This design comes from an exercise in tuning for small area, a short achievable clock period and few clock cycles on the open sky130 flow, not from production work.
At most, simulation tests tie the RTL to the original design; equivalence was not proved.
For runs 3 to 6, only the layout was checked, not whether the RTL still works.

==> flow/design.v <==
package csrp_pkg;
	localparam int CLK_W  = 2;
	localparam int FREQ_W = 28;
	localparam int XTAL_W = 26;
	localparam logic [FREQ_W-1:0] FREQ_MIN   = FREQ_W'(320000);
	localparam logic [FREQ_W-1:0] FREQ_MAX   = FREQ_W'(225000000);
	localparam logic [XTAL_W-1:0] XTAL_MIN   = XTAL_W'(10000000);
	localparam logic [XTAL_W-1:0] XTAL_MAX   = XTAL_W'(40000000);
	localparam logic [XTAL_W-1:0] XTAL_RESET = XTAL_W'(25000000);
	localparam logic [28:0] HALF_VCO_M1 = 29'd324999999;
	localparam logic [28:0] VCO_OFS_N   = 29'h1941C980;
endpackage
module csrp_add #(
	parameter int W = 8
) (
	input  logic [W-1:0] a,
	input  logic [W-1:0] b,
	input  logic         ci,
	output logic [W-1:0] s,
	output logic         co
);
	localparam int L = (W + 1 <= 2)  ? 1 :
	                   (W + 1 <= 4)  ? 2 :
	                   (W + 1 <= 8)  ? 3 :
	                   (W + 1 <= 16) ? 4 :
	                   (W + 1 <= 32) ? 5 : 6;
	logic [W-1:0] p;
	logic [L:0][W:0] gg;
	logic [L:0][W:0] pp;
	assign p = a ^ b;
	assign gg[0] = {a & b, ci};
	assign pp[0] = {p, 1'b0};
	for (genvar l = 0; l < L; l++) begin : g_lvl
		for (genvar i = 0; i <= W; i++) begin : g_bit
			if (((i >> l) & 1) == 1) begin : g_op
				localparam int J = ((i >> l) << l) - 1;
				assign gg[l+1][i] = gg[l][i] | (pp[l][i] & gg[l][J]);
				assign pp[l+1][i] = pp[l][i] & pp[l][J];
			end else begin : g_pass
				assign gg[l+1][i] = gg[l][i];
				assign pp[l+1][i] = pp[l][i];
			end
		end
	end
	assign s  = p ^ gg[L][W-1:0];
	assign co = gg[L][W];
endmodule
import csrp_pkg::*;
module csrp_divpipe (
	input  logic        clk,
	input  logic        arst_n,
	input  logic        in_valid,
	output logic        in_ready,
	input  logic [1:0]  in_clk,
	input  logic [27:0] in_f,
	input  logic [25:0] xtn,
	output logic        out_valid,
	input  logic        out_ready,
	output logic [25:0] out_r,
	output logic [12:0] out_s,
	output logic [9:0]  out_m,
	output logic [1:0]  out_c
);
	logic        a_busy;
	logic [3:0]  a_cnt;
	logic [3:0]  a_cnt_n;
	logic [28:0] a_f;
	logic [27:0] a_e;
	logic [9:0]  a_q;
	logic [1:0]  a_c;
	logic        a_done;
	logic        a_hand;
	logic [27:0] a_fcl;
	logic        a_nb;
	logic        a_nb_q;
	logic        a_init_q;
	logic [29:0] a_a;
	logic [29:0] a_b;
	logic [29:0] a_s;
	logic        a_ge;
	logic        b1_busy;
	logic [3:0]  b1_cnt;
	logic [25:0] b1_r;
	logic [12:0] b1_s;
	logic [9:0]  b1_m;
	logic [1:0]  b1_c;
	logic        b1_done;
	logic        b1_hand;
	logic [26:0] b1_t;
	logic [27:0] b1_d;
	assign in_ready = !a_busy;
	assign a_done   = a_busy && (a_cnt == 4'd12);
	assign a_hand   = a_done && !b1_busy;
	always_comb begin
		a_fcl = a_f[27:0];
		if (a_f[27:0] < FREQ_MIN) a_fcl = FREQ_MIN;
		if (a_f[27:0] > FREQ_MAX) a_fcl = FREQ_MAX;
	end
	always_comb begin
		if (!a_busy || a_hand) a_cnt_n = 4'd0;
		else if (!a_done)      a_cnt_n = a_cnt + 4'd1;
		else                   a_cnt_n = a_cnt;
	end
	always_comb begin
		case (a_cnt_n)
			4'd2:    a_nb = !HALF_VCO_M1[9];
			4'd3:    a_nb = !HALF_VCO_M1[8];
			4'd4:    a_nb = !HALF_VCO_M1[7];
			4'd5:    a_nb = !HALF_VCO_M1[6];
			4'd6:    a_nb = !HALF_VCO_M1[5];
			4'd7:    a_nb = !HALF_VCO_M1[4];
			4'd8:    a_nb = !HALF_VCO_M1[3];
			4'd9:    a_nb = !HALF_VCO_M1[2];
			4'd10:   a_nb = !HALF_VCO_M1[1];
			4'd11:   a_nb = !HALF_VCO_M1[0];
			default: a_nb = HALF_VCO_M1[10];
		endcase
	end
	always_ff @(posedge clk) begin
		a_nb_q   <= a_nb;
		a_init_q <= (a_cnt_n == 4'd1);
	end
	assign a_a = {1'b0, a_e, a_nb_q};
	assign a_b = ~{1'b0, a_f};
	csrp_add #(.W(30)) u_a_add (.a(a_a), .b(a_b), .ci(1'b1), .s(a_s), .co(a_ge));
	always_ff @(posedge clk or negedge arst_n) begin
		if (!arst_n) begin
			a_busy <= 1'b0;
			a_cnt  <= '0;
		end else begin
			if (!a_busy) a_busy <= in_valid;
			else if (a_hand) a_busy <= 1'b0;
			a_cnt <= a_cnt_n;
		end
	end
	always_ff @(posedge clk) begin
		if (!a_busy) begin
			a_f <= {1'b0, in_f};
			a_c <= (in_clk == 2'd3) ? 2'd2 : in_clk;
		end else if (a_cnt == 4'd0) begin
			a_f <= {1'b0, a_fcl};
		end else if (a_cnt == 4'd11) begin
			a_f <= VCO_OFS_N;
		end
		if (a_cnt == 4'd0) begin
			a_e <= HALF_VCO_M1[28:11];
		end else if (a_init_q) begin
			a_e <= ~a_s[27:0];
		end else if (!a_done) begin
			a_e <= a_ge ? a_s[27:0] : a_a[27:0];
			a_q <= {a_q[8:0], !a_ge};
		end
	end
	assign b1_done = b1_busy && (b1_cnt == 4'd13);
	assign b1_hand = b1_done && out_ready;
	assign b1_t    = {b1_r, b1_s[12]};
	logic        b1_ge;
	logic [26:0] b1_dd;
	csrp_add #(.W(27)) u_b1_sub (.a(b1_t), .b({1'b1, xtn}), .ci(1'b1), .s(b1_dd), .co(b1_ge));
	assign b1_d    = {!b1_ge, b1_dd};
	always_ff @(posedge clk or negedge arst_n) begin
		if (!arst_n) begin
			b1_busy <= 1'b0;
			b1_cnt  <= '0;
		end else begin
			if (a_hand) begin
				b1_busy <= 1'b1;
				b1_cnt  <= '0;
			end else if (b1_hand) begin
				b1_busy <= 1'b0;
			end else if (b1_busy && !b1_done) begin
				b1_cnt <= b1_cnt + 4'd1;
			end
		end
	end
	always_ff @(posedge clk) begin
		if (a_hand) begin
			b1_r <= {3'b0, a_s[29:7]};
			b1_s <= {a_s[6:1], 7'b0};
			b1_m <= a_q - 10'd1;
			b1_c <= a_c;
		end else if (b1_busy && !b1_done) begin
			b1_r <= b1_d[27] ? b1_t[25:0] : b1_d[25:0];
			b1_s <= {b1_s[11:0], !b1_d[27]};
		end
	end
	assign out_valid = b1_done;
	assign out_r     = b1_r;
	assign out_s     = b1_s;
	assign out_m     = b1_m;
	assign out_c     = b1_c;
endmodule
import csrp_pkg::*;
module csrp_serializer (
	input  logic        clk,
	input  logic        arst_n,
	input  logic [25:0] xtn,
	input  logic        in_valid,
	output logic        in_ready,
	input  logic [25:0] in_r,
	input  logic [12:0] in_s,
	input  logic [9:0]  in_m,
	input  logic [1:0]  in_c,
	output logic        wr_valid,
	input  logic        wr_ready,
	output logic [7:0]  wr_reg_address,
	output logic [7:0]  wr_reg_value,
	output logic        wr_final_write
);
	logic        qfull_q;
	logic        pend_q;
	logic [3:0]  b2_cnt;
	logic [25:0] b2_r;
	logic [9:0]  b2_m;
	logic [1:0]  b2_c;
	logic [12:0] qh_q;
	logic [12:0] ql_q;
	logic        nz_q;
	logic [26:0] b2_t;
	logic [27:0] b2_d;
	logic        hand;
	logic        busy_q;
	logic [4:0]  cnt_q;
	logic [9:0]  m_q;
	logic [1:0]  c_q;
	logic        out_v_q;
	logic [6:0]  out_addr_q;
	logic [7:0]  out_val_q;
	logic        out_final_q;
	logic        take;
	logic        last;
	logic        rdy;
	logic        emit;
	logic        start;
	logic [13:0] p1;
	logic [6:0]  nxt_addr;
	logic [7:0]  nxt_val;
	assign in_ready = !qfull_q;
	assign hand     = in_valid && !qfull_q;
	assign b2_t     = {b2_r, 1'b0};
	logic        b2_ge;
	logic [26:0] b2_dd;
	csrp_add #(.W(27)) u_b2_sub (.a(b2_t), .b({1'b1, xtn}), .ci(1'b1), .s(b2_dd), .co(b2_ge));
	assign b2_d     = {!b2_ge, b2_dd};
	always_ff @(posedge clk or negedge arst_n) begin
		if (!arst_n) begin
			qfull_q <= 1'b0;
			pend_q  <= 1'b0;
			b2_cnt  <= '0;
		end else begin
			if (hand) begin
				qfull_q <= 1'b1;
				b2_cnt  <= '0;
			end else begin
				if (emit && cnt_q == 5'd7) qfull_q <= 1'b0;
				if (b2_cnt != 4'd13) b2_cnt <= b2_cnt + 4'd1;
			end
			if (hand) pend_q <= 1'b1;
			else if (start) pend_q <= 1'b0;
		end
	end
	always_ff @(posedge clk) begin
		if (hand) begin
			b2_r <= in_r;
			b2_m <= in_m;
			b2_c <= in_c;
			qh_q <= in_s;
			nz_q <= (in_s[5:0] != 6'd0) || ({in_r, 13'b0} >= {13'b0, ~xtn});
		end else begin
			b2_r <= b2_d[27] ? b2_t[25:0] : b2_d[25:0];
			if (b2_cnt != 4'd13) ql_q[4'd12 - b2_cnt] <= !b2_d[27];
		end
	end
	assign take  = !out_v_q || wr_ready;
	assign last  = cnt_q[4];
	always_comb begin
		case (cnt_q)
			5'd4:    rdy = (b2_cnt >= 4'd1);
			5'd5:    rdy = (b2_cnt >= 4'd4);
			5'd6:    rdy = (b2_cnt >= 4'd12);
			5'd7:    rdy = (b2_cnt == 4'd13);
			default: rdy = 1'b1;
		endcase
	end
	assign emit  = busy_q && take && rdy;
	assign start = pend_q && (!busy_q || (emit && last));
	assign p1 = {qh_q, ql_q[12]} - 14'd512;
	always_comb begin
		nxt_addr = '0;
		nxt_val  = '0;
		if (last) begin
			nxt_addr = 7'd16 + {5'b0, c_q};
			nxt_val  = (c_q == 2'd1) ? 8'h6F : 8'h4F;
		end else if (!cnt_q[3]) begin
			nxt_addr = ((c_q == 2'd1) ? 7'd34 : 7'd26) + {4'b0, cnt_q[2:0]};
			case (cnt_q[2:0])
				3'd0: nxt_val = 8'h00;
				3'd1: nxt_val = {7'b0, !nz_q};
				3'd2: nxt_val = 8'h00;
				3'd3: nxt_val = {2'b0, p1[13:8]};
				3'd4: nxt_val = p1[7:0];
				3'd5: nxt_val = {nz_q, 4'b0, ql_q[11:9]};
				3'd6: nxt_val = ql_q[8:1];
				default: nxt_val = {ql_q[0], 7'b0};
			endcase
		end else begin
			nxt_addr = 7'd42 + {2'b0, c_q, 3'b0} + {4'b0, cnt_q[2:0]};
			case (cnt_q[2:0])
				3'd1: nxt_val = 8'h01;
				3'd2: nxt_val = {4'b0, (m_q == 10'd0) ? 2'b11 : 2'b00, m_q[9:8]};
				3'd3: nxt_val = m_q[7:0];
				default: nxt_val = 8'h00;
			endcase
		end
	end
	always_ff @(posedge clk or negedge arst_n) begin
		if (!arst_n) begin
			busy_q  <= 1'b0;
			cnt_q   <= '0;
			out_v_q <= 1'b0;
		end else begin
			if (take) out_v_q <= busy_q && rdy;
			if (start) begin
				busy_q <= 1'b1;
				cnt_q  <= '0;
			end else if (emit) begin
				cnt_q <= cnt_q + 5'd1;
				if (last) busy_q <= 1'b0;
			end
		end
	end
	always_ff @(posedge clk) begin
		if (emit) begin
			out_addr_q  <= nxt_addr;
			out_val_q   <= nxt_val;
			out_final_q <= last;
		end
		if (start) begin
			m_q <= b2_m;
			c_q <= b2_c;
		end
	end
	assign wr_valid       = out_v_q;
	assign wr_reg_address = {1'b0, out_addr_q};
	assign wr_reg_value   = out_val_q;
	assign wr_final_write = out_final_q;
endmodule
import csrp_pkg::*;
module clock_synth_register_planner_top (
	input  logic                        clk,
	input  logic                        arst_n,
	input  logic                        req_valid,
	output logic                        req_ready,
	input  logic [csrp_pkg::CLK_W-1:0]  req_clock_index,
	input  logic [csrp_pkg::FREQ_W-1:0] req_out_frequency,
	output logic                        wr_valid,
	input  logic                        wr_ready,
	output logic [7:0]                  wr_reg_address,
	output logic [7:0]                  wr_reg_value,
	output logic                        wr_final_write,
	input  logic                        xtal_we,
	input  logic [csrp_pkg::XTAL_W-1:0] xtal_data
);
	logic [XTAL_W-1:0] xtal_q;
	logic [XTAL_W-1:0] xtal_cl;
	logic [XTAL_W-1:0] xtal_n;
	logic              plan_valid;
	logic              plan_ready;
	logic [25:0]       plan_r;
	logic [12:0]       plan_s;
	logic [9:0]        plan_m;
	logic [1:0]        plan_c;
	always_comb begin
		xtal_cl = xtal_q;
		if (xtal_q < XTAL_MIN) xtal_cl = XTAL_MIN;
		if (xtal_q > XTAL_MAX) xtal_cl = XTAL_MAX;
	end
	always_ff @(posedge clk or negedge arst_n) begin
		if (!arst_n) begin
			xtal_q <= XTAL_RESET;
		end else if (xtal_we) begin
			xtal_q <= xtal_data;
		end
	end
	always_ff @(posedge clk) begin
		xtal_n <= ~xtal_cl;
	end
	csrp_divpipe u_divpipe (
		.clk       (clk),
		.arst_n    (arst_n),
		.in_valid  (req_valid),
		.in_ready  (req_ready),
		.in_clk    (req_clock_index),
		.in_f      (req_out_frequency),
		.xtn       (xtal_n),
		.out_valid (plan_valid),
		.out_ready (plan_ready),
		.out_r     (plan_r),
		.out_s     (plan_s),
		.out_m     (plan_m),
		.out_c     (plan_c)
	);
	csrp_serializer u_serializer (
		.clk            (clk),
		.arst_n         (arst_n),
		.in_valid       (plan_valid),
		.in_ready       (plan_ready),
		.xtn            (xtal_n),
		.in_r           (plan_r),
		.in_s           (plan_s),
		.in_m           (plan_m),
		.in_c           (plan_c),
		.wr_valid       (wr_valid),
		.wr_ready       (wr_ready),
		.wr_reg_address (wr_reg_address),
		.wr_reg_value   (wr_reg_value),
		.wr_final_write (wr_final_write)
	);
endmodule
==> flow/flow/run.sh <==
#!/bin/bash
# The standard layout, with the port buffers placed as buf_2 cells (the
# default pick is the larger, slower clkdlybuf4s50_1). Each tool's output
# goes to standard.log in the run folder (ORFS keeps per-step logs too).
set -euo pipefail
export BUFFER_PORTS_ARGS="-buffer_cell sky130_fd_sc_hd__buf_2"
bash standard.sh > standard.log 2>&1
==> flow/standard.sh <==
#!/bin/bash
# synth_recipe.tcl (not shown) runs the flow's synth.tcl, then flattens the netlist and writes it again
# the make line also repeats each setting of config.mk as NAME=value (left out here)
make -C /OpenROAD-flow-scripts/flow DESIGN_CONFIG=/design/flow/config.mk WORK_HOME=/design/flow/orfs CLKGATE_MAP_FILE= SYNTH_SCRIPT=/design/flow/synth_recipe.tcl "${@:-finish}"
==> flow/config.mk <==
export PLATFORM = sky130hd
export DESIGN_NAME = clock_synth_register_planner_top
export DESIGN_NICKNAME = clock_synth_register_planner_top
export VERILOG_FILES = /design/flow/design.v
export SDC_FILE = /design/flow/constraint.sdc
export NUM_CORES = 4
export LEC_CHECK = 0
export CAP_MARGIN = 20
export CORE_MARGIN = 2
export CORE_UTILIZATION = 66
export CTS_CLUSTER_DIAMETER = 90
export CTS_CLUSTER_SIZE = 22
export PLACE_DENSITY = 0.78
export SETUP_SLACK_MARGIN = 3.9
export SLEW_MARGIN = 20
==> flow/constraint.sdc <==
create_clock -name core_clock -period 7.0 [get_ports {clk}]
set_input_delay 1.4000 -clock core_clock [delete_from_list [all_inputs] [get_ports {clk}]]
set_output_delay 1.4000 -clock core_clock [all_outputs]
set_load 0.01 [all_outputs]
==> results by group, run 1 <==
Setup path
  – Reg-to-reg setup timing slack: approximately 4 ns
  – CP top delay family: compound AO/OA/AOI/OAI gates
  – R2R cell count: 12
  – Worst-path cell chain: inv_1 -> ha_2 -> and3_1 -> a221o_1 -> a31oi_4 -> o221ai_4 -> a21oi_4 -> o21ai_4 -> clkinv_4 -> or4_1 -> o41ai_1 -> o21ai_0
  – Reg2Reg Capture Point: u_divpipe.a_e[8]
  – Worst EP arrival: about 3.4 ns
  – Crit path buffers/inverters: 2
  – Critical Path Start: u_divpipe.a_f[19]
  – CP max stage delay: 0.42 ns
  – Critical path depth: 12
  – Crit end category: flop
  – Max stage delay cell, worst path: or4_1
  – RR Startpoint: u_divpipe.a_f[19]
  – Worst Path Required: around 7.4 ns
  – CP Capture Point: u_divpipe.a_e[8]
  – Critical Path Source Type: flop
  – Crit Path Class: reg2reg
  – Crit path max fanout: 11

Die
  – Die height: between 150 and 200 um
  – IO Pins: 80
  – Cell row count: 57
  – Initial core utilization: 0.668
  – CORE AREA: about 24000 sq um
  – Die X: 160 um
  – Die Area: about 26000 sq um

Finish
  – NumNets Final: 1841
  – # diodes: 0
  – Final Util: 0.727
  – # fillers: ~1800
  – Layout Area Growth over Synthesis: 8.82%
  – Layout cell share with drive strength beyond 1: 0.125

Drt
  – Detail Route Antenna Nets: 0
  – Vias/cell: around 6.4
  – DRC: 0
  – Drt pass-1 iters: 6
  – Post-DR wirelength/cell: ~19 um
  – Routed WL: about 38000 um
  – Starting DRT DRC Count: approximately 1100
  – Via count: 12700

Timing
  – Slew @ Worst Pin: 0.907 ns
  – Slew HR: 0.393
  – Post-layout minimum cycle time: 3.01 ns
  – Peak Freq: between 300 and 400 MHz
  – Worst setup skew after layout: between 0.03 and 0.04 ns
  – Fin Setup TNS: 0 ns
  – Fin. Hold Viols: 0
  – Final setup violation count: 0
  – Unrepaired setup endpoints after global routing: yes
  – Fin crit share: 0.429
  – Slew Viols, Final: 0

Synth
  – Top-count cell post-synth: edfxtp_1
  – Seq cells post-synth: between 200 and 300
  – Syn_area_per_cell: ~10 sq um
  – Area leader, netlist: edfxtp_1
  – Area contributors post-synth: edfxtp_1 (28%), dfxtp_1 (12%), ha_1 (8.7%)
  – Fraction of registers with async set/reset: 0.169
  – Dominant synthesized flop cell: edfxtp_1
  – Cell Area, Synth: between 15000 and 20000 sq um
  – Cell variety after synth: 81
  – YS warnings: 3
  – EDFF count, synth: around 150
  – Synth top cells by count: edfxtp_1 (148), a21oi_1 (129), nor2_1 (124), nand2_1 (119), ha_1 (112)
  – Top cell type's share of synthesized area: 0.276
  – Seq/Total Area, Yosys: 0.469
  – Cells after Synth: around 1600
  – Syn Nets: between 1500 and 2000

Min path
  – Hold Path Cell Cnt: 0
  – HP Start: u_divpipe.b1_m[2]
  – Hold Crit Class: reg2reg

Placed design
  – DP HPWL: 26700 um
  – Routability cong.: 0.930
  – Port-buffer cells: 78

Global route
  – Initial antenna violation count: 0
  – GRT Overall Usage: 0.289
  – First-pass GRT wire length: roughly 60000 um
  – Largest net degree at the start of global routing: between 60 and 70
  – Grt total ovfl: 0
  – Vias in the first global route: roughly 12000

CTS
  – CTS Root Cell: clkbuf_16
  – Clock latency on the worst-skew pair: roughly 0.51 ns
  – CTS clk-pin slew, worst paths: about 0.09 ns
  – CTS tree: done
  – H-tree Lvls: 1
  – CTS Buffer Depth: 3
  – Clk sinks: 290
  – CTS Buf Count: 17

Status
  – Status: no timing/DRC/antenna violations

Run
  – Max cap viols: 0
-- flip-flops by register name (all words and copies together) (netlist names), 5 cells and up --
register and cells:
u_serializer.ql_q 13, xtal_q 26, u_serializer.out_val_q 8, u_divpipe.b1_s 13, u_serializer.b2_m 10, u_serializer.cnt_q 5
u_divpipe.a_q 10, u_divpipe.b1_r 26, u_serializer.out_addr_q 7, u_serializer.qh_q 13, xtal_n 26, u_serializer.m_q 10
u_serializer.b2_r 26, u_divpipe.a_f 29, u_divpipe.a_e 28, u_divpipe.b1_m 10
-- worst register-to-register path: cells and delay by family (launching register included) --
kind / cells / cell delay (ns)
DFF: 1 / 0.40
buffers and inverters: 2 / 0.24
and+or+nand+nor: 2 / 0.68
AOI/OAI and AO/OA: 7 / 1.17
adders and majority gates: 1 / 0.39
-- per-layer routing --
layer,up-vias,part of all wire,GRT usage
met5,-,0,0
met4,0,0.029,0.0876
met3,92,0.063,0.0294
met2,501,0.49,0.504
met1,6098,0.42,0.385
li1,6024,-,-
-- cells in the final DEF (no fill, tap or decap), types with 27 or more instances in the layout --
cell type / instances
edfxtp_1: 148
a21oi_1: 125
nor2_1: 122
nand2_1: 119
ha_1: 111
dfxtp_1: 91
inv_1: 86
o21ai_0: 85
buf_2: 78
nand3_1: 51
xor2_1: 39
xnor2_1: 38
nor3_1: 37
dfrtp_1: 36
a21o_1: 31
mux2_2: 27
-- cell type report --
class                   instances  area, sq um  share of cell area
well taps                     324          405              0.0231
multi-input cells            1152         8090               0.462
inverters                      91          354              0.0202
repair inverters                2         13.8            0.000786
clock buffers                  28          477              0.0272
clock inverters                 1         16.3            0.000929
repair buffers                102          604              0.0345
flip-flops and latches        290         7550               0.431
-- metrics by stage --
stage                     instances  hold slack [ns]  setup WS [ns]  area (sq um)
after floorplan                1598            0.400           3.77         16100
after global placement         1942            0.402           3.40         16700
after detailed placement       1942            0.405           3.22         16700
after CTS                      1979            0.423           3.93         17300
after global routing           1990            0.431           3.83         17500
final                          1990            0.425           3.99         17500
-- what timing repair did --
| action | in CTS | in global routing |
|---|---|---|
| hold buffers | 0 | 0 |
| cloned | 3 | 1 |
| endpoints found under the setup margin | 136 | 157 |
| pin swaps | 2 | 9 |
| hold endpoints to repair | 0 | 0 |
| setup buffers | 5 | 10 |
| gates resized for setup | 11 | 34 |
-- worst min-delay path by stage --
stage	slack, ns	endpoint
after global placement	0.40	u_serializer.m_q[8]
after detailed placement	0.40	u_serializer.b2_m[1]
after floorplan	0.40	u_divpipe.b1_c[0]
after global routing	0.43	u_serializer.c_q[1]
final	0.42	u_serializer.b2_m[2]
after CTS	0.42	u_serializer.m_q[1]
-- cells by family (layout without fill, tap and decap cells) --
| logic type | after synthesis | after routing | share of synthesized area |
|---|---|---|---|
| compound gates | 446 | 448 | 0.184 |
| xor+xnor | 79 | 79 | 0.0430 |
| buf+inv | 158 | 224 | 0.0386 |
| flops | 290 | 290 | 0.469 |
| simple gates | 459 | 459 | 0.136 |
| mux | 41 | 41 | 0.0276 |
| other cells | 1 | 1 | 0.000233 |
| fa+ha+maj | 124 | 124 | 0.102 |
Testbench counts, summed over its fixed seeds: cycles 8,984.
==> run 2, diff against run 1 <==
--- a/flow/config.mk
+++ b/flow/config.mk
@@ -7,9 +7,9 @@
 export LEC_CHECK = 0
 export CAP_MARGIN = 20
 export CORE_MARGIN = 2
-export CORE_UTILIZATION = 66
-export CTS_CLUSTER_DIAMETER = 90
-export CTS_CLUSTER_SIZE = 22
-export PLACE_DENSITY = 0.78
-export SETUP_SLACK_MARGIN = 3.9
+export CORE_UTILIZATION = 60
+export CTS_CLUSTER_DIAMETER = 100
+export CTS_CLUSTER_SIZE = 26
+export PLACE_DENSITY = 0.72
+export SETUP_SLACK_MARGIN = 4.0
 export SLEW_MARGIN = 20
==> run 2 against run 1 <==
  * Still clean
  * Core utilization shrank 3.6 points
  * Hold slack worse by 0.0096 ns
  * Final cell count rose by 2.2%
  * Sequential share of layout area decreased by 1.4 points
  * First-iteration DRC count increased by 6.9%
  * Non-clock buffer count increased by 33
  * Via count up 0.97%
  * Die area grew 9.7%
  * Maximum frequency down 0.40%
==> results by group, run 2 <==
Drt
  – Starting DRT DRC Count: ~1200
  – Routed WL: 40700 um
  – DRC: 0
  – Post-DR wirelength/cell: between 20 and 25 um
  – Detail Route Antenna Nets: 0
  – Vias/cell: roughly 6.3
  – Drt pass-1 iters: 6
  – Via count: between 10000 and 15000

Die
  – Cell row count: 59
  – Die Area: 28200 sq um
  – Die height: ~170 um
  – CORE AREA: around 26000 sq um
  – IO Pins: 80
  – Die X: around 170 um
  – Initial core utilization: 0.614

Finish
  – # diodes: 0
  – FF+latch area: ~7600 sq um
  – Post-Layout Cell Count: 2034
  – Design area: around 18000 sq um
  – Most frequent cells in the layout: edfxtp_1 (148), nor2_1 (121), a21oi_1 (121), nand2_1 (117), ha_1 (94)
  – Max FFs per register: 29
  – Most common cell after layout, fill and taps aside: edfxtp_1
  – Top flop regs: u_divpipe.a_f (29), u_divpipe.a_e (28)
  – Final Util: 0.691
  – Layout Area Growth over Synthesis: 12.4%
  – Layout cell share with drive strength beyond 1: 0.171
  – # fillers: about 2000
  – Area of the multi-input gates: around 8400 sq um
  – NumNets Final: approximately 1900
  – Largest Register: u_divpipe.a_f

Timing
  – Unrepaired setup endpoints after global routing: yes
  – Fin. Hold Viols: 0
  – Fin Setup TNS: 0 ns
  – Worst hold margin: between 0.4 and 0.5 ns
  – Fin crit share: 0.431
  – Peak Freq: 331 MHz
  – Final setup violation count: 0
  – Slew Viols, Final: 0
  – Post-layout minimum cycle time: 3.02 ns
  – Slew @ Worst Pin: 0.962 ns
  – Worst setup skew after layout: 0.0401 ns
  – Slew HR: 0.357

Synth
  – Cell Area, Synth: ~16000 sq um
  – Synth top cells by count: edfxtp_1 (148), a21oi_1 (129), nor2_1 (124), nand2_1 (119), ha_1 (112)
  – Syn Nets: roughly 1800
  – Seq/Total Area, Yosys: 0.469
  – Syn_area_per_cell: 10.1 sq um
  – EDFF count, synth: ~150
  – YS warnings: 3
  – Cells after Synth: between 1500 and 2000
  – Seq cells post-synth: 290
  – Dominant synthesized flop cell: edfxtp_1
  – Area leader, netlist: edfxtp_1
  – Top-count cell post-synth: edfxtp_1
  – Fraction of registers with async set/reset: 0.169
  – Top cell type's share of synthesized area: 0.276
  – Cell variety after synth: 81
  – Area contributors post-synth: edfxtp_1 (28%), dfxtp_1 (12%), ha_1 (8.7%)

CTS
  – CTS Buf Count: 15
  – H-tree Lvls: 1
  – Clock latency on the worst-skew pair: between 0.5 and 0.6 ns
  – Clk sinks: between 200 and 300
  – CTS tree: done
  – CTS Root Cell: clkbuf_16
  – CTS clk-pin slew, worst paths: 0.10 ns
  – CTS Buffer Depth: 3

Global route
  – GR Util met3: 0.0407
  – Met1 usage in global routing: 0.369
  – Vias in the first global route: 12100
  – First-pass GRT wire length: 62600 um
  – GRT Overall Usage: 0.276
  – Gr busiest metal: met2
  – Largest net degree at the start of global routing: 62
  – M2 GR Usage: 0.459
  – Grt total ovfl: 0
  – Initial antenna violation count: 0

Placed design
  – Cells after DPL: 1952
  – DP HPWL: approximately 27000 um
  – Port-buffer cells: 78
  – DP Area: 16700 sq um
  – Routability cong.: approximately 0.92

Setup path
  – Worst EP arrival: approximately 3.4 ns
  – R2R cell count: 13
  – Critical Path Source Type: flop
  – Crit end category: flop
  – Worst Path Required: 7.40 ns
  – Crit path max fanout: 6
  – Crit Path Class: reg2reg

Status
  – Status: no timing/DRC/antenna violations

Min path
  – Hold Crit Class: reg2reg
  – Hold Path Cell Cnt: 0

Run
  – Max cap viols: 0
==> run 2: cell types whose count changed in the layout (fill, tap and decap cells not counted), sizes merged <==
cell,change
buf,+33
clkbuf,-7
clkinv,+3
clkinvlp,+2
a21o,+1
inv,-1
nand2b,+1
o211a,+1
==> run 2: final timing paths <==
path	slack (ns)	endpoint	startpoint
hold reg to reg	0.42	u_serializer.m_q[3]	u_serializer.b2_m[3]
setup / recovery	3.98	u_divpipe.a_e[15]	u_divpipe.a_f[10]
hold / removal	0.42	u_serializer.m_q[3]	u_serializer.b2_m[3]
max in group asynchronous	5.42	u_serializer.b2_cnt[1]	arst_n
setup reg to reg	3.98	u_divpipe.a_e[15]	u_divpipe.a_f[10]
min in group asynchronous	1.02	u_divpipe.a_cnt[0]	arst_n
==> run 2: kinds of logic (layout without fill, tap and decap cells) <==
logic type      count (synthesis)  after routing  share of synthesized area
fa+ha+maj                     124            124                      0.102
simple gates                  459            460                      0.136
xor+xnor                       79             79                     0.0430
mux                            41             41                     0.0276
flops                         290            290                      0.469
compound gates                446            450                      0.184
other cells                     1              1                   0.000233
buf+inv                       158            254                     0.0386
==> run 2: area by class of cell <==
type	count	share of cell area
Clock buffer	21	0.0220
Clock inverter	4	0.00166
Inverter	91	0.0198
Multi-Input combinational cell	1155	0.466
Sequential cell	290	0.417
Tap cell	335	0.0232
Timing Repair Buffer	135	0.0489
Timing Repair inverter	3	0.00118
==> run 2: metal layers <==
layer	vias up	wire length [um]
met5	-	0
met4	0	1540
met3	113	2500
met2	507	19200
met1	6123	17500
li1	6095	-
==> run 2: timing repair <==
item | in CTS | in global routing
resized for setup | 26 | 81
pin swaps | 7 | 23
setup buffers | 14 | 34
hold endpoints to repair | 0 | 0
hold buffers | 0 | 0
gates cloned | 6 | 3
setup endpoints to repair | 171 | 112
==> run 2: worst max-delay path, cell delays in order, from the launching register on <==
cell	delay, ns
edfxtp_1	0.40
inv_1	0.14
ha_4	0.23
a21oi_1	0.31
o21ai_1	0.17
a221oi_2	0.26
buf_4	0.17
o221ai_4	0.14
a21oi_4	0.23
o21ai_4	0.16
clkbuf_16	0.24
a31oi_1	0.16
a21oi_1	0.07
a211oi_1	0.23
==> run 2: metrics by stage <==
| step | setup WS (ns) |
|---|---|
| final | 3.98 |
| after global routing | 3.85 |
| after CTS | 3.95 |
| after detailed placement | 3.14 |
| after global placement | 3.25 |
| after floorplan | 3.77 |
==> run 3, diff against run 2 <==
--- a/flow/design.v
+++ b/flow/design.v
@@ -9,6 +9,7 @@
 	localparam logic [XTAL_W-1:0] XTAL_RESET = XTAL_W'(25000000);
 	localparam logic [28:0] HALF_VCO_M1 = 29'd324999999;
 	localparam logic [28:0] VCO_OFS_N   = 29'h1941C980;
+	localparam logic [27:0] INIT_E      = 28'd268276764;
 endpackage
 module csrp_add #(
 	parameter int W = 8
@@ -62,6 +63,7 @@
 	output logic [1:0]  out_c
 );
 	logic        a_busy;
+	logic        a_rdy;
 	logic [3:0]  a_cnt;
 	logic [3:0]  a_cnt_n;
 	logic [28:0] a_f;
@@ -73,7 +75,6 @@
 	logic [27:0] a_fcl;
 	logic        a_nb;
 	logic        a_nb_q;
-	logic        a_init_q;
 	logic [29:0] a_a;
 	logic [29:0] a_b;
 	logic [29:0] a_s;
@@ -88,7 +89,7 @@
 	logic        b1_hand;
 	logic [26:0] b1_t;
 	logic [27:0] b1_d;
-	assign in_ready = !a_busy;
+	assign in_ready = a_rdy;
 	assign a_done   = a_busy && (a_cnt == 4'd12);
 	assign a_hand   = a_done && !b1_busy;
 	always_comb begin
@@ -117,8 +118,7 @@
 		endcase
 	end
 	always_ff @(posedge clk) begin
-		a_nb_q   <= a_nb;
-		a_init_q <= (a_cnt_n == 4'd1);
+		a_nb_q <= a_nb;
 	end
 	assign a_a = {1'b0, a_e, a_nb_q};
 	assign a_b = ~{1'b0, a_f};
@@ -126,10 +126,16 @@
 	always_ff @(posedge clk or negedge arst_n) begin
 		if (!arst_n) begin
 			a_busy <= 1'b0;
+			a_rdy  <= 1'b1;
 			a_cnt  <= '0;
 		end else begin
-			if (!a_busy) a_busy <= in_valid;
-			else if (a_hand) a_busy <= 1'b0;
+			if (!a_busy) begin
+				a_busy <= in_valid;
+				a_rdy  <= !in_valid;
+			end else if (a_hand) begin
+				a_busy <= 1'b0;
+				a_rdy  <= 1'b1;
+			end
 			a_cnt <= a_cnt_n;
 		end
 	end
@@ -138,14 +144,14 @@
 			a_f <= {1'b0, in_f};
 			a_c <= (in_clk == 2'd3) ? 2'd2 : in_clk;
 		end else if (a_cnt == 4'd0) begin
-			a_f <= {1'b0, a_fcl};
+			a_f <= ~{1'b0, a_fcl};
+		end else if (a_cnt == 4'd1) begin
+			a_f <= ~a_f;
 		end else if (a_cnt == 4'd11) begin
 			a_f <= VCO_OFS_N;
 		end
 		if (a_cnt == 4'd0) begin
-			a_e <= HALF_VCO_M1[28:11];
-		end else if (a_init_q) begin
-			a_e <= ~a_s[27:0];
+			a_e <= INIT_E;
 		end else if (!a_done) begin
 			a_e <= a_ge ? a_s[27:0] : a_a[27:0];
 			a_q <= {a_q[8:0], !a_ge};
--- a/flow/config.mk
+++ b/flow/config.mk
@@ -8,8 +8,8 @@
 export CAP_MARGIN = 20
 export CORE_MARGIN = 2
 export CORE_UTILIZATION = 60
-export CTS_CLUSTER_DIAMETER = 100
-export CTS_CLUSTER_SIZE = 26
+export CTS_CLUSTER_DIAMETER = 90
+export CTS_CLUSTER_SIZE = 22
 export PLACE_DENSITY = 0.72
 export SETUP_SLACK_MARGIN = 4.0
 export SLEW_MARGIN = 20
==> run 3 against run 2 <==
  * Register-to-register slack about the same
  * Largest cell class unchanged
  * Maximum frequency barely moved
  * Core utilization down 0.59 points
  * First-iteration DRC count down 2.7%
  * Highest routed layer unchanged
==> results by group, run 3 <==
Status
  – Status: no timing/DRC/antenna violations

Run
  – Max cap viols: 0

Drt
  – DRC: 0
  – Drt pass-1 iters: 7
  – Vias/cell: 6.28
  – Detail Route Antenna Nets: 0
  – Post-DR wirelength/cell: ~20 um
  – Via count: about 13000
  – Routed WL: 41000 um
  – Starting DRT DRC Count: 1192

Finish
  – FF+latch area: approximately 7600 sq um
  – Final Util: 0.685
  – Most frequent cells in the layout: edfxtp_1 (148), nor2_1 (143), a21oi_1 (124), nand2_1 (117), ha_1 (98)
  – # fillers: approximately 2100
  – # diodes: 0
  – Area of the multi-input gates: 8440 sq um
  – Layout cell share with drive strength beyond 1: 0.189
  – Layout Area Growth over Synthesis: 13.2%
  – Post-Layout Cell Count: 2070
  – Max FFs per register: 29
  – NumNets Final: between 1500 and 2000
  – Design area: roughly 18000 sq um
  – Largest Register: u_divpipe.a_f
  – Top flop regs: u_divpipe.a_f (29), u_divpipe.a_e (28)
  – Most common cell after layout, fill and taps aside: edfxtp_1

Timing
  – Setup WS post-layout: ~4 ns
  – Post-layout minimum cycle time: 3.02 ns
  – Slew @ Worst Pin: between 0.9 and 1 ns
  – Fin Setup TNS: 0 ns
  – Worst setup skew after layout: around 0.024 ns
  – Unrepaired setup endpoints after global routing: yes
  – Peak Freq: approximately 330 MHz
  – Final setup violation count: 0
  – Slew Viols, Final: 0
  – Slew HR: 0.348
  – Fin. Hold Viols: 0
  – Fin crit share: 0.431

CTS
  – Clock latency on the worst-skew pair: about 0.52 ns
  – CTS clk-pin slew, worst paths: approximately 0.10 ns
  – CTS Buf Count: 17
  – CTS Hold Buffers Added: 0
  – CTS Buffer Depth: 3
  – CTS tree: done
  – Clk sinks: slightly below 300
  – CTS Root Cell: clkbuf_16
  – H-tree Lvls: 1

Synth
  – Syn_area_per_cell: approximately 10 sq um
  – Top cell type's share of synthesized area: 0.275
  – Syn Nets: ~1800
  – Synth Area in Adders: 0.105
  – Seq cells post-synth: 290
  – Post-Synth XOR/XNOR Area: 0.0396
  – YS warnings: 3
  – Main combinational cell family by area after synthesis: compound AO/OA/AOI/OAI gates
  – Cells after Synth: approximately 1600
  – Synth Area in Compound Gates: 0.172
  – Simple-gate share of the synthesized area: 0.150
  – Area leader, netlist: edfxtp_1
  – Fraction of registers with async set/reset: 0.172
  – Area contributors post-synth: edfxtp_1 (28%), dfxtp_1 (11%), ha_1 (9.0%)
  – Synth top cells by count: edfxtp_1 (148), nor2_1 (147), a21oi_1 (136), nand2_1 (118), ha_1 (116)
  – EDFF count, synth: around 150
  – Cell variety after synth: 95
  – Fraction of synthesized area in multiplexers: 0.0256
  – Cell Area, Synth: around 16000 sq um
  – Top-count cell post-synth: edfxtp_1
  – Dominant synthesized flop cell: edfxtp_1
  – Seq/Total Area, Yosys: 0.467

Die
  – CORE AREA: approximately 27000 sq um
  – IO Pins: 80
  – Cell row count: 60
  – Die X: approximately 170 um
  – Initial core utilization: 0.605
  – Die Area: between 20000 and 30000 sq um
  – Die height: 168 um

Global route
  – Vias in the first global route: between 10000 and 15000
  – Largest net degree at the start of global routing: 58
  – GRT Overall Usage: 0.279
  – Initial antenna violation count: 0
  – First-pass GRT wire length: about 64000 um
  – Grt total ovfl: 0

Setup path
  – Worst EP arrival: 3.26 ns
  – Crit Path Class: reg2reg
  – Worst Path Required: between 7 and 8 ns
  – Worst-path cell chain: ha_1 -> a21o_1 -> a21o_1 -> a21oi_2 -> a21oi_1 -> nor3b_4 -> buf_4 -> buf_4 -> o211ai_4 -> buf_12 -> nand3_1 -> o221ai_1
  – Max stage delay cell, worst path: edfxtp_1
  – Crit end category: flop
  – Critical Path Source Type: flop
  – CP max stage delay: between 0.4 and 0.5 ns
  – Crit path max fanout: 11

Placed design
  – Cells after DPL: 1968
  – Routability cong.: just over 0.9
  – Port-buffer cells: between 70 and 80
  – DP HPWL: 28300 um
  – Pre-CTS setup slack: 3.33 ns
  – DP Area: between 15000 and 20000 sq um

Min path
  – Hold Crit Class: reg2reg
[run 3: what timing repair did]
item                                    CTS  global route
buffers inserted                         20            47
gates cloned                              4             1
pin swaps                                 8            25
endpoints found under the setup margin  139           103
resized for setup                        32            68
[run 3: cell type report]
class                      count  area share
clock buffer                  26      0.0251
clock inverter                 4     0.00328
inverter                      89      0.0189
multi-input combinational   1165       0.461
sequential                   290       0.413
tap                          341      0.0233
timing repair buffer         154      0.0543
timing repair inverter         1    0.000410
[run 3: final timing paths]
kind,startpoint,to,slack (ns),cells after the start
max,u_divpipe.b1_r[15],u_divpipe.b1_r[13],3.98,12
min,u_serializer.b2_m[0],u_serializer.m_q[0],0.42,0
max reg2reg,u_divpipe.b1_r[15],u_divpipe.b1_r[13],3.98,12
min reg2reg,u_serializer.b2_m[0],u_serializer.m_q[0],0.42,0
max in group asynchronous,arst_n,u_divpipe.a_busy,5.46,2
min in group asynchronous,arst_n,u_serializer.b2_cnt[1],0.99,2
[run 3: through the flow]
step | hold slack (ns)
after floorplan | 0.400
after global placement | 0.400
after detailed placement | 0.405
after CTS | 0.425
after global routing | 0.433
final | 0.422
[run 3: cells by family (layout without fill, tap and decap cells)]
logic type / after synthesis / in the layout
XOR/XNOR: 73 / 73
AND/OR/NAND/NOR: 508 / 508
AO/OA/AOI/OAI: 413 / 417
flip-flops: 290 / 290
other: 1 / 1
buffers and inverters: 156 / 274
adder cells (fa/ha/maj): 128 / 128
multiplexers: 38 / 38
[run 3: critical path, delay by kind of cell (launching register included)]
family	cells	cell delay, ns
buffers and inverters	3	0.46
flip-flops	1	0.45
AND/OR/NAND/NOR	2	0.41
AO/OA/AOI/OAI	6	1.02
adder cells (fa/ha/maj)	1	0.38
[run 3: layer usage]
layer,share of wire,track usage,up-vias
met2,0.49,0.479,458
met4,0.025,0.0720,0
met1,0.42,0.383,6288
met3,0.065,0.0296,87
li1,-,-,6157
met5,0,0,-
==> run 4, diff against run 3 <==
==> flow/run.sh (new file) <==
#!/bin/bash
# synth_recipe.tcl (not shown) runs the flow's synth.tcl, then flattens the netlist and writes it again
# the make line also repeats each setting of config.mk as NAME=value (left out here)
make -C /OpenROAD-flow-scripts/flow DESIGN_CONFIG=/design/flow/config.mk WORK_HOME=/design/flow/orfs CLKGATE_MAP_FILE= SYNTH_SCRIPT=/design/flow/synth_recipe.tcl finish
removed: flow/flow/run.sh
removed: flow/standard.sh
==> run 4 against run 3 <==
  * Clock skew shrank 0.0099 ns
  * Routed wire length down 1.5%
  * Critical path depth fell by 1
  * Maximum frequency is 1.2% higher
  * Sequential share of layout area is 0.72 points lower
  * Hold slack about the same
  * First-iteration DRC count down 13%
  * Final cell count shrank 0.29%
  * Still clean on timing, DRC and antenna
==> results by group, run 4 <==
CTS
  – CTS Buffer Depth: 3
  – CTS tree: done
  – H-tree Lvls: 1
  – Clock latency on the worst-skew pair: ~0.5 ns
  – CTS Hold Buffers Added: 0
  – Clk sinks: 290
  – CTS Buf Count: 17
  – CTS clk-pin slew, worst paths: ~0.090 ns
  – CTS Root Cell: clkbuf_16

Synth
  – Area contributors post-synth: edfxtp_1 (28%), dfxtp_1 (11%), ha_1 (9.0%)
  – Cell variety after synth: between 90 and 100
  – Dominant synthesized flop cell: edfxtp_1
  – Syn_area_per_cell: just over 10 sq um
  – Top-count cell post-synth: edfxtp_1
  – Syn Nets: ~1800
  – Synth top cells by count: edfxtp_1 (148), nor2_1 (147), a21oi_1 (136), nand2_1 (118), ha_1 (116)
  – Seq cells post-synth: 290
  – Area leader, netlist: edfxtp_1
  – Seq/Total Area, Yosys: 0.467
  – EDFF count, synth: about 150
  – Top cell type's share of synthesized area: 0.275
  – Cell Area, Synth: around 16000 sq um
  – YS warnings: 3
  – Cells after Synth: between 1500 and 2000
  – Fraction of registers with async set/reset: 0.172

Finish
  – Top flop regs: u_divpipe.a_f (29), u_divpipe.a_e (28)
  – Most common cell after layout, fill and taps aside: edfxtp_1
  – Layout Area Growth over Synthesis: 15.2%
  – Area of the multi-input gates: 8380 sq um
  – # fillers: 2068
  – NumNets Final: about 1900
  – Max FFs per register: 29
  – Largest Register: u_divpipe.a_f
  – # diodes: 0
  – Layout cell share with drive strength beyond 1: 0.138
  – Most frequent cells in the layout: edfxtp_1 (148), nor2_1 (143), a21oi_1 (125), nand2_1 (117), ha_1 (100)
  – FF+latch area: between 7000 and 8000 sq um

Global route
  – Vias in the first global route: ~12000
  – Initial antenna violation count: 2
  – Grt total ovfl: 0
  – First-pass GRT wire length: between 60000 and 70000 um
  – GRT Overall Usage: 0.276
  – Largest net degree at the start of global routing: 60

Setup path
  – Critical Path Source Type: flop
  – Crit Path Class: reg2reg
  – R2R cell count: 11
  – Worst Path Required: 7.25 ns
  – Reg-to-reg setup timing slack: 4.02 ns
  – Reg2Reg Capture Point: u_divpipe.b1_r[16]
  – Crit path max fanout: 6
  – Worst EP arrival: between 3 and 4 ns
  – RR Startpoint: u_divpipe.b1_r[0]
  – Crit end category: flop

Timing
  – Worst setup skew after layout: around 0.014 ns
  – Unrepaired setup endpoints after global routing: yes
  – Peak Freq: roughly 340 MHz
  – Slew HR: 0.341
  – Setup WS post-layout: approximately 4.0 ns
  – Fin. Hold Viols: 0
  – Slew @ Worst Pin: just under 1 ns
  – Slew Viols, Final: 0
  – Fin crit share: 0.426
  – Post-layout minimum cycle time: 2.98 ns
  – Final setup violation count: 0
  – Fin Setup TNS: 0 ns

Die
  – CORE AREA: between 20000 and 30000 sq um
  – Die Area: between 20000 and 30000 sq um
  – Die X: 168 um
  – Die height: between 150 and 200 um
  – IO Pins: 80
  – Initial core utilization: 0.605
  – Cell row count: 60

Min path
  – Hold Crit Class: reg2reg
  – HP Start: u_divpipe.b1_m[2]
  – Hold Path Cell Cnt: 0
  – Worst Hold End: u_serializer.b2_m[2]

Placed design
  – DP HPWL: between 20000 and 30000 um
  – Pre-CTS setup slack: ~3.2 ns
  – Port-buffer cells: 78
  – Routability cong.: slightly above 0.9

Run
  – Max cap viols: 0

Drt
  – Detail Route Antenna Nets: 0
  – Starting DRT DRC Count: between 1000 and 1500
  – DRC: 0
  – Via count: ~13000
  – Drt pass-1 iters: 5
  – Routed WL: around 40000 um
  – Vias/cell: about 6.3
  – Post-DR wirelength/cell: 19.6 um

Status
  – Status: no timing/DRC/antenna violations
[run 4: area by class of cell]
class	instances	area share
multi-input combinational	1163	0.450
timing repair inverter	1	0.000403
sequential	290	0.406
clock inverter	3	0.00134
clock buffer	27	0.0266
tap	341	0.0229
inverter	89	0.0187
timing repair buffer	150	0.0737
[run 4: critical path, stage by stage, from the launching register on]
cell,delay [ns]
edfxtp_1,0.45
ha_1,0.31
nor2b_4,0.17
o2111ai_4,0.15
a31o_4,0.26
buf_4,0.14
a21oi_2,0.31
a21oi_1,0.17
fa_1,0.40
xnor2_1,0.14
mux2i_1,0.14
a21oi_1,0.08
[run 4: cell families after synthesis]
group	count (synthesis)	share of synthesized area
compound gates	413	0.172
xor+xnor	73	0.0396
fa+ha+maj	128	0.105
buf+inv	156	0.0405
flops	290	0.467
mux	38	0.0256
other cells	1	0.000232
simple gates	508	0.150
[run 4: timing repair]
action,CTS,global route
buffers inserted,23,37
resized for setup,31,69
gates cloned,3,2
setup endpoints to repair,147,140
pin swaps,6,22
[run 4: stage by stage]
stage               hold slack [ns]  instances  area (sq um)  utilization
floorplan                     0.400       1607         16200            -
global placement              0.400       1969         17100        0.641
detailed placement            0.405       1969         17100        0.641
CTS                           0.425       2025         17900        0.672
global route                  0.431       2064         18600        0.696
finish                        0.422       2064         18600        0.696
[run 4: how the worst max path moves through the flow]
stage | end | depth (start not counted) | startpoint | slack, ns
2_1_floorplan | u_serializer.c_q[0] | 5 | wr_ready | 4.13
3_3_place_gp | u_serializer.c_q[0] | 5 | wr_ready | 3.26
3_5_place_dp | u_serializer.c_q[0] | 5 | wr_ready | 3.22
4_1_cts | u_divpipe.b1_r[15] | 11 | u_divpipe.a_f[7] | 3.99
5_1_grt | u_divpipe.b1_r[16] | 11 | u_divpipe.b1_r[0] | 3.89
6_report | u_divpipe.b1_r[16] | 11 | u_divpipe.b1_r[0] | 4.02
[run 4: per-layer routing]
metal  part of all wire  wire length (um)  vias up  track usage
met4              0.039              1570        4        0.114
met3              0.064              2590      113       0.0421
met1               0.42             16900     6196        0.365
met5            0.00067                27        -            0
li1                   -                 -     6145            -
met2               0.48             19300      443        0.458
==> run 5, diff against run 4 <==
--- a/flow/design.v
+++ b/flow/design.v
@@ -221,6 +221,7 @@
 	logic [1:0]  b2_c;
 	logic [12:0] qh_q;
 	logic [12:0] ql_q;
+	logic        b2_qb;
 	logic        nz_q;
 	logic [26:0] b2_t;
 	logic [27:0] b2_d;
@@ -259,7 +260,7 @@
 				b2_cnt  <= '0;
 			end else begin
 				if (emit && cnt_q == 5'd7) qfull_q <= 1'b0;
-				if (b2_cnt != 4'd13) b2_cnt <= b2_cnt + 4'd1;
+				if (b2_cnt != 4'd14) b2_cnt <= b2_cnt + 4'd1;
 			end
 			if (hand) pend_q <= 1'b1;
 			else if (start) pend_q <= 1'b0;
@@ -274,17 +275,18 @@
 			nz_q <= (in_s[5:0] != 6'd0) || ({in_r, 13'b0} >= {13'b0, ~xtn});
 		end else begin
 			b2_r <= b2_d[27] ? b2_t[25:0] : b2_d[25:0];
-			if (b2_cnt != 4'd13) ql_q[4'd12 - b2_cnt] <= !b2_d[27];
+			if (b2_cnt != 4'd0 && b2_cnt != 4'd14) ql_q[4'd13 - b2_cnt] <= b2_qb;
 		end
+		b2_qb <= !b2_d[27];
 	end
 	assign take  = !out_v_q || wr_ready;
 	assign last  = cnt_q[4];
 	always_comb begin
 		case (cnt_q)
-			5'd4:    rdy = (b2_cnt >= 4'd1);
-			5'd5:    rdy = (b2_cnt >= 4'd4);
-			5'd6:    rdy = (b2_cnt >= 4'd12);
-			5'd7:    rdy = (b2_cnt == 4'd13);
+			5'd4:    rdy = (b2_cnt >= 4'd2);
+			5'd5:    rdy = (b2_cnt >= 4'd5);
+			5'd6:    rdy = (b2_cnt >= 4'd13);
+			5'd7:    rdy = (b2_cnt == 4'd14);
 			default: rdy = 1'b1;
 		endcase
 	end
==> run 5 against run 4 <==
  * Worst setup slack got worse by 0.10 ns
  * Synthesized cell count decreased by 0.62%
  * Clock skew decreased by 0.00061 ns
  * Register-to-register slack got worse by 0.10 ns
  * Flip-flop and latch count increased by 1
  * Core utilization increased by 1.2 points
  * Non-clock buffer count increased by 3
  * Still clean
  * Critical path type unchanged
  * Largest cell class unchanged
  * Routed wire length about the same
  * Via count decreased by 0.77%
  * Final cell count decreased by 0.24%
==> results by group, run 5 <==
Finish
  – Layout cell share with drive strength beyond 1: 0.146
  – FF+latch area: about 7600 sq um
  – Most common cell after layout, fill and taps aside: edfxtp_1
  – Design area: about 19000 sq um
  – Layout Area Growth over Synthesis: 16.4%
  – Most frequent cells in the layout: edfxtp_1 (148), nor2_1 (131), nand2_1 (130), a21oi_1 (99), ha_1 (99)
  – # diodes: 0
  – # fillers: between 2000 and 2500
  – Top flop regs: u_divpipe.a_f (29), u_divpipe.a_e (28)
  – Largest Register: u_divpipe.a_f
  – Max FFs per register: 29
  – Area of the multi-input gates: slightly below 9000 sq um
  – NumNets Final: 1899

Placed design
  – Port-buffer cells: 78
  – DP HPWL: between 20000 and 30000 um
  – DP Area: approximately 17000 sq um
  – Routability cong.: 0.896

Global route
  – Grt total ovfl: 0
  – Largest net degree at the start of global routing: 51
  – Vias in the first global route: around 12000
  – GR Util met3: 0.0231
  – M2 GR Usage: 0.475
  – GRT Overall Usage: 0.273
  – Met1 usage in global routing: 0.365
  – Initial antenna violation count: 0
  – Gr busiest metal: met2
  – First-pass GRT wire length: 62600 um

Synth
  – Seq/Total Area, Yosys: 0.463
  – Synth top cells by count: edfxtp_1 (148), nor2_1 (133), nand2_1 (130), ha_1 (117), a21oi_1 (106)
  – Dominant synthesized flop cell: edfxtp_1
  – Area contributors post-synth: edfxtp_1 (27%), dfxtp_1 (11%), ha_1 (8.9%)
  – Syn_area_per_cell: slightly above 10 sq um
  – Syn Nets: between 1500 and 2000
  – Top-count cell post-synth: edfxtp_1
  – Fraction of registers with async set/reset: 0.172
  – EDFF count, synth: 148
  – Area leader, netlist: edfxtp_1
  – Top cell type's share of synthesized area: 0.272
  – YS warnings: 3
  – Cells after Synth: 1597
  – Cell Area, Synth: around 16000 sq um
  – Cell variety after synth: a little over 80
  – Seq cells post-synth: a little under 300

Die
  – Die X: 169 um
  – Initial core utilization: 0.609
  – CORE AREA: around 27000 sq um
  – IO Pins: 80
  – Cell row count: 60
  – Die height: approximately 170 um
  – Die Area: 28600 sq um

Drt
  – Detail Route Antenna Nets: 0
  – Starting DRT DRC Count: about 1200
  – Routed WL: around 40000 um
  – Via count: about 13000
  – DRC: 0
  – Drt pass-1 iters: 6
  – Post-DR wirelength/cell: between 15 and 20 um
  – Vias/cell: approximately 6.2

CTS
  – CTS clk-pin slew, worst paths: 0.09 ns
  – CTS Buffer Depth: 3
  – Clk sinks: 291
  – CTS tree: done
  – H-tree Lvls: 1
  – CTS Hold Buffers Added: 0
  – Clock latency on the worst-skew pair: about 0.51 ns
  – CTS Root Cell: clkbuf_16
  – CTS Buf Count: 17

Timing
  – Fin crit share: 0.441
  – Fin. Hold Viols: 0
  – Post-layout minimum cycle time: ~3.1 ns
  – Final setup violation count: 0
  – Slew @ Worst Pin: 1.18 ns
  – Peak Freq: roughly 320 MHz
  – Worst setup skew after layout: about 0.014 ns
  – Unrepaired setup endpoints after global routing: yes
  – Slew Viols, Final: 0
  – Fin Setup TNS: 0 ns
  – Slew HR: 0.206
  – Worst hold margin: 0.422 ns

Setup path
  – Worst Path Required: roughly 7.2 ns
  – Worst EP arrival: approximately 3.3 ns
  – Crit path max fanout: 3
  – Critical Path Source Type: flop
  – Crit end category: flop
  – Crit Path Class: reg2reg

Run
  – Max cap viols: 0

Min path
  – Hold Crit Class: reg2reg

Status
  – Status: no timing/DRC/antenna violations
[run 5: metal layers]
metal | vias up | wire length [um] | part of all wire
li1 | 6101 | - | -
met4 | 0 | 1090 | 0.027
met5 | - | 0 | 0
met2 | 451 | 19800 | 0.49
met3 | 82 | 2230 | 0.055
met1 | 6168 | 17300 | 0.43
[run 5: area by class of cell]
cell class | count | share of cell area
Tap cell | 341 | 0.0224
Timing Repair Buffer | 153 | 0.0779
Clock buffer | 26 | 0.0252
Multi-Input combinational cell | 1164 | 0.459
Sequential cell | 291 | 0.398
Inverter | 82 | 0.0163
Clock inverter | 2 | 0.000854
[run 5: what timing repair did]
action	CTS	global route
resized for setup	27	78
setup buffers	21	38
pin swaps	14	26
setup endpoints to repair	171	106
gates cloned	3	5
[run 5: critical path, cell delays in order (launching register included)]
cell and delay (ns):
edfxtp_1 0.43, inv_2 0.12, ha_4 0.20, nor2b_4 0.12, o211ai_1 0.37, a21oi_4 0.15, o2111ai_4 0.24, nand4b_1 0.15
a2111o_1 0.46, a31oi_2 0.19, xor2_1 0.17, buf_4 0.15, mux2i_1 0.06
[run 5: logic make-up (layout without fill, tap and decap cells)]
kind of cell	after synthesis	in the layout	share of synthesized area
adders and majority gates	129	129	0.104
muxes	93	93	0.0595
AOI/OAI and AO/OA	389	390	0.159
DFF	291	291	0.463
xor gates and xnor gates	78	78	0.0417
and+or+nand+nor	471	473	0.136
other	1	1	0.000229
buffers and inverters	145	263	0.0359
[run 5: final timing paths]
| path | start | end | slack, ns | cells after the start |
|---|---|---|---|---|
| setup / recovery | u_divpipe.a_f[1] | u_divpipe.b1_r[14] | 3.91 | 12 |
| hold reg to reg | u_serializer.b2_m[5] | u_serializer.m_q[5] | 0.42 | 0 |
| min in group asynchronous | arst_n | u_serializer.cnt_q[2] | 1.04 | 2 |
| max in group asynchronous | arst_n | u_serializer.out_v_q | 5.44 | 2 |
| hold / removal | u_serializer.b2_m[5] | u_serializer.m_q[5] | 0.42 | 0 |
| setup reg to reg | u_divpipe.a_f[1] | u_divpipe.b1_r[14] | 3.91 | 12 |
[run 5: through the flow]
| step | setup WS, ns | util | std cells |
|---|---|---|---|
| floorplan | 4.00 | - | 1597 |
| global placement | 3.22 | 0.647 | 1963 |
| detailed placement | 3.38 | 0.648 | 1964 |
| CTS | 3.99 | 0.679 | 2016 |
| global route | 3.85 | 0.709 | 2059 |
| finish | 3.91 | 0.709 | 2059 |
==> run 6, diff against run 5 <==
--- a/flow/design.v
+++ b/flow/design.v
@@ -9,7 +9,6 @@
 	localparam logic [XTAL_W-1:0] XTAL_RESET = XTAL_W'(25000000);
 	localparam logic [28:0] HALF_VCO_M1 = 29'd324999999;
 	localparam logic [28:0] VCO_OFS_N   = 29'h1941C980;
-	localparam logic [27:0] INIT_E      = 28'd268276764;
 endpackage
 module csrp_add #(
 	parameter int W = 8
@@ -75,6 +74,7 @@
 	logic [27:0] a_fcl;
 	logic        a_nb;
 	logic        a_nb_q;
+	logic        a_init_q;
 	logic [29:0] a_a;
 	logic [29:0] a_b;
 	logic [29:0] a_s;
@@ -118,7 +118,8 @@
 		endcase
 	end
 	always_ff @(posedge clk) begin
-		a_nb_q <= a_nb;
+		a_nb_q   <= a_nb;
+		a_init_q <= (a_cnt_n == 4'd1);
 	end
 	assign a_a = {1'b0, a_e, a_nb_q};
 	assign a_b = ~{1'b0, a_f};
@@ -144,14 +145,14 @@
 			a_f <= {1'b0, in_f};
 			a_c <= (in_clk == 2'd3) ? 2'd2 : in_clk;
 		end else if (a_cnt == 4'd0) begin
-			a_f <= ~{1'b0, a_fcl};
-		end else if (a_cnt == 4'd1) begin
-			a_f <= ~a_f;
+			a_f <= {1'b0, a_fcl};
 		end else if (a_cnt == 4'd11) begin
 			a_f <= VCO_OFS_N;
 		end
 		if (a_cnt == 4'd0) begin
-			a_e <= INIT_E;
+			a_e <= HALF_VCO_M1[28:11];
+		end else if (a_init_q) begin
+			a_e <= ~a_s[27:0];
 		end else if (!a_done) begin
 			a_e <= a_ge ? a_s[27:0] : a_a[27:0];
 			a_q <= {a_q[8:0], !a_ge};
==> run 6 against run 5 <==
  * Still clean on timing, DRC and antenna
  * Global-route usage grew 1.5 points
  * Maximum frequency shrank 0.66%
  * First-iteration DRC count shrank 4.1%
  * Via count grew 4.9%
  * Clock-buffer cell count is the same
  * Critical path depth shrank 1
  * Register-to-register slack lost 0.02 ns
  * Critical endpoint is now u_divpipe.a_e[27]
  * Highest routed layer is now met5
==> results by group, run 6 <==
Status
  – Status: no timing/DRC/antenna violations

Global route
  – First-pass GRT wire length: 66800 um
  – Vias in the first global route: between 10000 and 15000
  – GRT Overall Usage: 0.288
  – Largest net degree at the start of global routing: 55
  – Grt total ovfl: 0
  – Initial antenna violation count: 1

CTS
  – CTS Root Cell: clkbuf_16
  – Clock latency on the worst-skew pair: about 0.52 ns
  – H-tree Lvls: 1
  – CTS clk-pin slew, worst paths: roughly 0.1 ns
  – CTS Buffer Depth: 3
  – CTS tree: done
  – CTS Buf Count: 17
  – Clk sinks: 292

Setup path
  – Worst EP arrival: roughly 3.6 ns
  – Critical Path Source Type: flop
  – Crit path max fanout: 13
  – R2R cell count: 11
  – Crit Path Class: reg2reg
  – Reg2Reg Capture Point: u_divpipe.a_e[27]
  – Critical Path Start: u_divpipe.a_f[6]
  – RR Startpoint: u_divpipe.a_f[6]
  – Reg-to-reg setup timing slack: approximately 4 ns
  – Worst Path Required: around 7.5 ns
  – Crit end category: flop

Finish
  – Largest Register: u_divpipe.a_f
  – Top flop regs: u_divpipe.a_f (29), u_divpipe.a_e (28)
  – Post-Layout Cell Count: approximately 2200
  – Layout cell share with drive strength beyond 1: 0.160
  – Layout Area Growth over Synthesis: 17.4%
  – Max FFs per register: 29
  – NumNets Final: just under 2000
  – Most common cell after layout, fill and taps aside: edfxtp_1
  – Most frequent cells in the layout: edfxtp_1 (148), nor2_1 (129), nand2_1 (118), a21oi_1 (106), ha_1 (98)
  – # diodes: 0

Synth
  – Cell Area, Synth: 16700 sq um
  – Seq/Total Area, Yosys: 0.456
  – Seq cells post-synth: around 300
  – Area leader, netlist: edfxtp_1
  – Fraction of registers with async set/reset: 0.171
  – EDFF count, synth: between 100 and 150
  – Top cell type's share of synthesized area: 0.267
  – Cells after Synth: 1645
  – Cell variety after synth: roughly 90
  – Syn_area_per_cell: just over 10 sq um
  – Syn Nets: about 1800
  – Synth top cells by count: edfxtp_1 (148), nor2_1 (133), nand2_1 (120), a21oi_1 (119), ha_1 (117)
  – Top-count cell post-synth: edfxtp_1
  – YS warnings: 3
  – Area contributors post-synth: edfxtp_1 (27%), dfxtp_1 (11%), ha_1 (8.8%)
  – Dominant synthesized flop cell: edfxtp_1

Min path
  – Hold Crit Class: reg2reg
  – Hold Path Cell Cnt: 0
  – Worst Hold End: u_serializer.m_q[8]
  – HP Start: u_serializer.b2_m[8]

Drt
  – Drt pass-1 iters: 5
  – DRC: 0
  – Detail Route Antenna Nets: 0
  – Routed WL: between 40000 and 50000 um
  – Vias/cell: just over 6
  – Starting DRT DRC Count: between 1000 and 1500
  – Post-DR wirelength/cell: around 20 um
  – Via count: about 13000

Timing
  – Peak Freq: about 320 MHz
  – Fin crit share: 0.444
  – Fin Setup TNS: 0 ns
  – Post-layout minimum cycle time: around 3.1 ns
  – Unrepaired setup endpoints after global routing: yes
  – Slew Viols, Final: 0
  – Slew @ Worst Pin: 1.17 ns
  – Fin. Hold Viols: 0
  – Worst setup skew after layout: 0.0182 ns
  – Slew HR: 0.220
  – Final setup violation count: 0

Die
  – CORE AREA: between 20000 and 30000 sq um
  – IO Pins: 80
  – Cell row count: 61
  – Initial core utilization: 0.605
  – Die height: 171 um
  – Die X: roughly 170 um
  – Die Area: about 29000 sq um

Placed design
  – Routability cong.: around 0.95
  – Port-buffer cells: 78
  – DP HPWL: 29100 um
  – Cells after DPL: between 2000 and 2500

Run
  – Max cap viols: 0
run 6: kinds of logic (layout without fill, tap and decap cells):
group,Yosys count,after routing,synth area share
AOI/OAI and AO/OA,477,480,0.192
xor gates and xnor gates,69,69,0.0363
adders and majority gates,129,129,0.102
buffers and inverters,159,288,0.0388
DFF,292,292,0.456
muxes,71,71,0.0454
other,1,1,0.000225
and+or+nand+nor,447,447,0.129
run 6: critical path, cell delays in order, from the launching register on:
cell,delay (ns)
edfxtp_1,0.40
inv_2,0.08
ha_4,0.30
nand4_4,0.10
a211oi_4,0.34
o2111ai_4,0.17
a211o_1,0.38
a211oi_4,0.34
a21oi_4,0.15
buf_12,0.17
or4_4,0.42
a211oi_2,0.18
run 6: metal layers:
layer,vias up,global-route usage,part of all wire
met3,80,0.0368,0.056
met4,2,0.0687,0.022
met1,6568,0.388,0.43
li1,6352,-,-
met5,-,0,0.00030
met2,427,0.495,0.49
run 6: timing repair:
item	CTS	global route
resized for setup	51	101
pin swaps	17	34
buffers inserted	23	50
hold buffers	0	0
gates cloned	5	2
endpoints found under the setup margin	96	100
run 6: stage by stage:
step	hold slack (ns)	util	instance area, sq um	setup WS (ns)
2_1_floorplan	0.400	-	16700	3.82
3_3_place_gp	0.401	0.643	17700	3.26
3_5_place_dp	0.405	0.643	17700	3.23
4_1_cts	0.423	0.679	18700	4.00
5_1_grt	0.430	0.710	19600	3.81
6_report	0.420	0.710	19600	3.89
run 6: layout make-up:
type,instances,area (sq um)
flip-flops and latches,292,7600
well taps,378,473
multi-input cells,1197,9130
clock buffers,26,459
inverters,92,345
clock inverters,4,30.0
repair buffers,166,1520
fillers,2041,7990
run 6: how the worst max path moves through the flow:
stage                               end  slack (ns)  cells after the start
global route          u_divpipe.a_e[16]        3.81                     11
finish                u_divpipe.a_e[27]        3.89                     11
detailed placement  u_serializer.c_q[1]        3.23                      5
floorplan              u_divpipe.a_f[0]        3.82                      8
CTS                   u_divpipe.a_e[27]        4.00                     11
global placement    u_serializer.c_q[0]        3.26                      5

port drivers added, routing unchanged:
The results above use ideal ports. As a check the final layouts listed here were re-extracted and re-timed, cells and wires unchanged. Step 1 sets driving cells, clkbuf_16 on the clock port and buf_2 on the other inputs (assumed; they add their load-dependent delay and slew). Step 2, shift: input delay + t, output delay - t, t = (earliest + latest rising clock arrival at the registers) / 2. This alone moves slack from input paths to output paths. a / b / c = ideal ports / drivers / drivers and shift; a / b = the first two.
run	shift t [ns]	setup slack, ns	clock arrival spread, ns	slew at the worst register clock pin (ns)	worst data-port slew with drivers (ns)
run 1	0.547	3.994 / 3.994 / 3.994	0.034 / 0.033	0.10 / 0.10	0.03
run 2	0.554	3.982 / 3.982 / 3.982	0.045 / 0.045	0.12 / 0.12	0.03
run 3	0.566	3.984 / 3.984 / 3.984	0.024 / 0.024	0.10 / 0.10	0.03
run 4	0.558	4.018 / 4.018 / 3.633	0.014 / 0.014	0.09 / 0.09	0.04
run 5	0.555	3.913 / 3.913 / 3.913	0.016 / 0.015	0.10 / 0.10	0.05
run 6	0.569	3.893 / 3.893 / 3.849	0.020 / 0.020	0.10 / 0.10	0.04
After both steps setup and hold are still met in every run listed. For run 4, which loses most, drivers alone change the setup slack by 0.000 ns; drivers and shift together by -0.385 ns.
